What follows belongs to an exercise in optimizing a design on an open flow for small area, a short achievable clock period and few clock cycles per item; a production flow would make more cautious choices.
RTL that was checked went through simulation tests only; none was proved equivalent to the original.
Power figures rest on the tool's default switching activity, not on a simulated workload.

JK:
// scmi_mbox_top
module scmi_mbox_top (
  input  logic                      clk_i,
  input  logic                      rst_n_i,
  input  logic                      agent_req_i,
  input  logic                      agent_we_i,
  input  scmi_mbox_pkg::addr_t      agent_addr_i,
  input  scmi_mbox_pkg::data_t      agent_wdata_i,
  output logic                      agent_ack_o,
  output scmi_mbox_pkg::data_t      agent_rdata_o,
  input  logic                      platform_req_i,
  input  logic                      platform_we_i,
  input  scmi_mbox_pkg::addr_t      platform_addr_i,
  input  scmi_mbox_pkg::data_t      platform_wdata_i,
  output logic                      platform_ack_o,
  output scmi_mbox_pkg::data_t      platform_rdata_o,
  output scmi_mbox_pkg::chan_vec_t  irq_doorbell_o,
  output scmi_mbox_pkg::chan_vec_t  irq_completion_o
);
Settings: LEC_CHECK=0, CAP_MARGIN=20, CORE_MARGIN=2, CORE_UTILIZATION=50, CTS_BUF_LIST=sky130_fd_sc_hd__clkbuf_8, CTS_CLUSTER_SIZE=20, SETUP_SLACK_MARGIN=2.5, SLEW_MARGIN=20, TNS_END_PERCENT=100; clock period 5.0 ns.
standard.sh (not shown) runs the stock make flow with config.mk's settings and CLKGATE_MAP_FILE= SYNTH_SCRIPT=/design/flow/synth_recipe.tcl, a recipe that flattens the netlist after the stock synthesis.
==> flow/flow/run.sh <==
#!/bin/bash
# Standard layout, with plain buffers on the ports instead of the delay
# buffers buffer_ports picks by default.
set -o pipefail
cp standard.sh standard.sh.log 2>/dev/null
export BUFFER_PORTS_ARGS="-buffer_cell sky130_fd_sc_hd__buf_2"
bash standard.sh > standard_run.log 2>&1
Modified inputs, MS compared to JK
Settings: CORE_UTILIZATION now 40, was 50.
Worst path required time on MS is up relative to JK. MS against JK: achievable clock frequency climbed 1.7%, final critical path time including I/O delays and setup decreased by 0.046 ns relative to the old numbers. MS reports a higher switching power share of the total than JK does. The run showing the greater arrival time reported for the critical path endpoint is JK. The number of nets in the layout in MS was higher than what JK gave.
Function was not checked in any run of this note: the RTL went through the layout flow alone.

---

Setup of v44:
scmi_mbox_top, a different RTL version from the one above (not shown whole).
Size in the first run: roughly 3600 cells after synthesis, about 32000 sq um of cells after synthesis.
==> flow/config.mk <==
export PLATFORM = sky130hd
export DESIGN_NAME = scmi_mbox_top
export DESIGN_NICKNAME = scmi_mbox_top
export VERILOG_FILES = /design/flow/design.v
export SDC_FILE = /design/flow/constraint.sdc
export NUM_CORES = 4
export LEC_CHECK = 0
export CAP_MARGIN = 20
export CORE_MARGIN = 2
export CORE_UTILIZATION = 40
export CTS_BUF_LIST = sky130_fd_sc_hd__clkbuf_8
export CTS_CLUSTER_SIZE = 20
export SETUP_SLACK_MARGIN = 2.5
export SLEW_MARGIN = 20
export TNS_END_PERCENT = 100
==> flow/constraint.sdc <==
create_clock -name core_clock -period 5.0 [get_ports {clk_i}]
set_input_delay 1.0000 -clock core_clock [delete_from_list [all_inputs] [get_ports {clk_i}]]
set_output_delay 1.0000 -clock core_clock [all_outputs]
set_load 0.01 [all_outputs]
Scripts as last shown in full above: flow/flow/run.sh
v44 | status: complete | timing, DRC, antenna: pass
Testbench counts of v44, summed over its fixed seeds: cycles 4,008, items 4,000.
#### Input delta (v58 over v44)
==> flow/flow/run.sh <==
#!/bin/bash
# Standard layout, with two changes made through the variables the ORFS
# scripts read: plain buffers on the ports instead of the delay buffers
# buffer_ports picks by default, and clock tree synthesis without dummy
# loads (its other arguments as the standard flow passes them).
set -o pipefail
cp standard.sh standard.sh.log 2>/dev/null
export BUFFER_PORTS_ARGS="-buffer_cell sky130_fd_sc_hd__buf_1"
export CTS_ARGS="-sink_clustering_enable -repair_clock_nets -sink_clustering_size 20 -buf_list sky130_fd_sc_hd__clkbuf_8 -dont_use_dummy_load"
bash standard.sh > standard_run.log 2>&1
Results
Re first-pass GRT wire length: v58 is about 0.33% down on v44.
Delta (v58 minus v44): final area has decreased, met1 track demand over resource in global routing went down 0.50 points, final wirelength roughly the same, share of total power consumed by net switching went down by 0.18 points, final cell count decreased about 2.4%.
### v58 -> v45
Settings: a change of SETUP_SLACK_MARGIN from 2.5 to 2.6.
Findings:
Cell area of v45 exceeds that of v58 by a few percent. Delta(final cell count, v45 - v58) > 0. v45 vs v58: power share of the clock group down. Cell type of the slowest stage on the worst timing path = sky130_fd_sc_hd__nor3b_2: v58; cell type of the slowest stage on the worst timing path = sky130_fd_sc_hd__or4_4: v45. Of v45 and v58, the run reporting the lower share of the cycle needed by the critical path after routing was v58.
The inputs of v49 differ from those of v45 as listed below.
Settings: swapping 2.6 for 2.5 in SETUP_SLACK_MARGIN.
==> flow/run.sh (new file) <==
#!/bin/bash
# synth_recipe.tcl (not shown) runs the flow's synth.tcl, then flattens the netlist and writes it again
# the make line also repeats each setting of config.mk as NAME=value (left out here)
make -C /OpenROAD-flow-scripts/flow DESIGN_CONFIG=/design/flow/config.mk WORK_HOME=/design/flow/orfs CLKGATE_MAP_FILE= SYNTH_SCRIPT=/design/flow/synth_recipe.tcl finish
removed: flow/flow/run.sh
removed: flow/standard.sh
Notes after the runs:
Number of cells produced by synthesis delta (v45 -> v49): insignificant
v49 closes out successfully: all stages finished, all timing, DRC and antenna checks passed.
Looking at share of total power in the clock network, v49 sits 4.9 points higher than v45 does.
Least setup slack across all paths after layout essentially unchanged between v45 and v49.
Diff v49 and v45: share of cell area taken by multi-input logic gates higher in v45
Hold slack ended up 13 ps higher on v49 than on v45.
Area growth from synthesis to layout, v49 and v45: higher on v49
v49 vs v45, instance count: v49 higher
Sequential share of layout area was higher in the run labelled v45.
Higher routed wire length on met2 among v49 and v45: v45
After detailed routing, v45 needs more wire than v49.
> inputs changed (v49 -> v34)
Settings: CORE_UTILIZATION: 40 -> 35.
==> flow/flow/run.sh (new file) <==
#!/bin/bash
# Standard layout, with two changes made through the variables the ORFS
# scripts read: plain buffers on the ports instead of the delay buffers
# buffer_ports picks by default, and clock tree synthesis without dummy
# loads (its other arguments as the standard flow passes them).
set -o pipefail
cp standard.sh standard.sh.log 2>/dev/null
export BUFFER_PORTS_ARGS="-buffer_cell sky130_fd_sc_hd__buf_1"
export CTS_ARGS="-sink_clustering_enable -repair_clock_nets -sink_clustering_size 20 -buf_list sky130_fd_sc_hd__clkbuf_8 -dont_use_dummy_load"
bash standard.sh > standard_run.log 2>&1
==> flow/standard.sh (new file) <==
#!/bin/bash
# synth_recipe.tcl (not shown) runs the flow's synth.tcl, then flattens the netlist and writes it again
# the make line also repeats each setting of config.mk as NAME=value (left out here)
make -C /OpenROAD-flow-scripts/flow DESIGN_CONFIG=/design/flow/config.mk WORK_HOME=/design/flow/orfs CLKGATE_MAP_FILE= SYNTH_SCRIPT=/design/flow/synth_recipe.tcl "${@:-finish}"
removed: flow/run.sh
[summary]
Of v34 and v49, it is v34 that has the higher first-pass GRT wire length.
Re unique cell type count in the Yosys netlist: no difference whatsoever between v49 and v34.
Higher number of clock-tree buffers in the layout among v34 and v49: v49
Of the two values seen for highest-delay cell along the critical path, sky130_fd_sc_hd__or4_4 was produced by v49 and sky130_fd_sc_hd__a21oi_1 by v34.
Here is what was changed in the inputs of v29 compared with v34.
Settings: swapping 35 for 40 in CORE_UTILIZATION; swapping 2.5 for 2.7 in SETUP_SLACK_MARGIN.
==> flow/flow/run.sh <==
#!/bin/bash
# Standard layout, with plain buffers on the ports instead of the delay
# buffers buffer_ports picks by default.
set -o pipefail
cp standard.sh standard.sh.log 2>/dev/null
export BUFFER_PORTS_ARGS="-buffer_cell sky130_fd_sc_hd__buf_2"
bash standard.sh > standard_run.log 2>&1
v29 ends up with a layout overhead on the synthesized area that is 8.1 points higher than in v34.
Cell depth of the worst flop-to-flop path: v29 vs v34 down 2
[v29 vs v34] share of power burned in combinational logic: higher in v29
v34 vs v29, category of the critical setup timing path: input port to flop vs flop to flop
NOTE: routing usage on met2 in v29 exceeds that of v34
u_arbiter.turn_q[2] as the source of the critical timing path was reported by v29, and agent_addr_i[1] by v34.
Final-stage net count (v29 vs. v34) increases by a few percent
Ratio of final minimum period to clock period ended up 0.88 points higher on v29 than on v34.
From v29 to v34, flip-flop and latch count after synthesis did not move at all.
v29: cell count after placement is 139 lower than what v34 reported.
Looking at first-pass GRT wire length across both flows, v29 is the weaker of the two, with v34 ahead.

-- separate check: timing with driven ports --
How much do the figures lean on ideal ports? The routed layouts below were timed once more, with nothing changed but the port constraints.
Step 1, drivers: a clkbuf_16 drives clk_i and a buf_2 each remaining input, both assumed.
Step 2 adds t to the input delays and takes it off the output delays; t is the mean of the earliest and latest rising clock arrival at the registers after step 1. Input paths then give back, and output paths get back, about the clock's delay inside the block.
a / b / c = ideal ports / drivers / drivers and shift; a / b = the first two.
| run | shift t [ns] | slack for setup (ns) | hold slack, ns | worst slew at a driven data input, ns | cell pins on the clock port's net |
|---|---|---|---|---|---|
| JK | 0.849 | 2.315 / 2.315 / 1.522 | 0.447 / 0.424 / 0.447 | 0.04 | 1 |
| MS | 0.875 | 2.361 / 2.361 / 1.553 | 0.417 / 0.369 / 0.451 | 0.06 | 1 |
| v44 | 0.874 | 2.361 / 2.361 / 1.531 | 0.409 / 0.371 / 0.446 | 0.06 | 1 |
| v58 | 0.834 | 2.357 / 2.357 / 1.559 | 0.421 / 0.383 / 0.447 | 0.06 | 1 |
| v45 | 0.830 | 2.343 / 2.380 / 1.550 | 0.434 / 0.391 / 0.448 | 0.09 | 1 |
| v49 | 0.869 | 2.343 / 2.343 / 1.522 | 0.447 / 0.447 / 0.447 | 0.05 | 1 |
| v34 | 0.846 | 2.337 / 2.352 / 1.506 | 0.433 / 0.395 / 0.448 | 0.08 | 1 |
| v29 | 0.875 | 2.293 / 2.293 / 1.540 | 0.407 / 0.361 / 0.444 | 0.05 | 1 |
After both steps every run listed still meets setup and hold. For v34, which loses most, drivers alone change the setup slack by +0.015 ns; drivers and shift together by -0.831 ns.
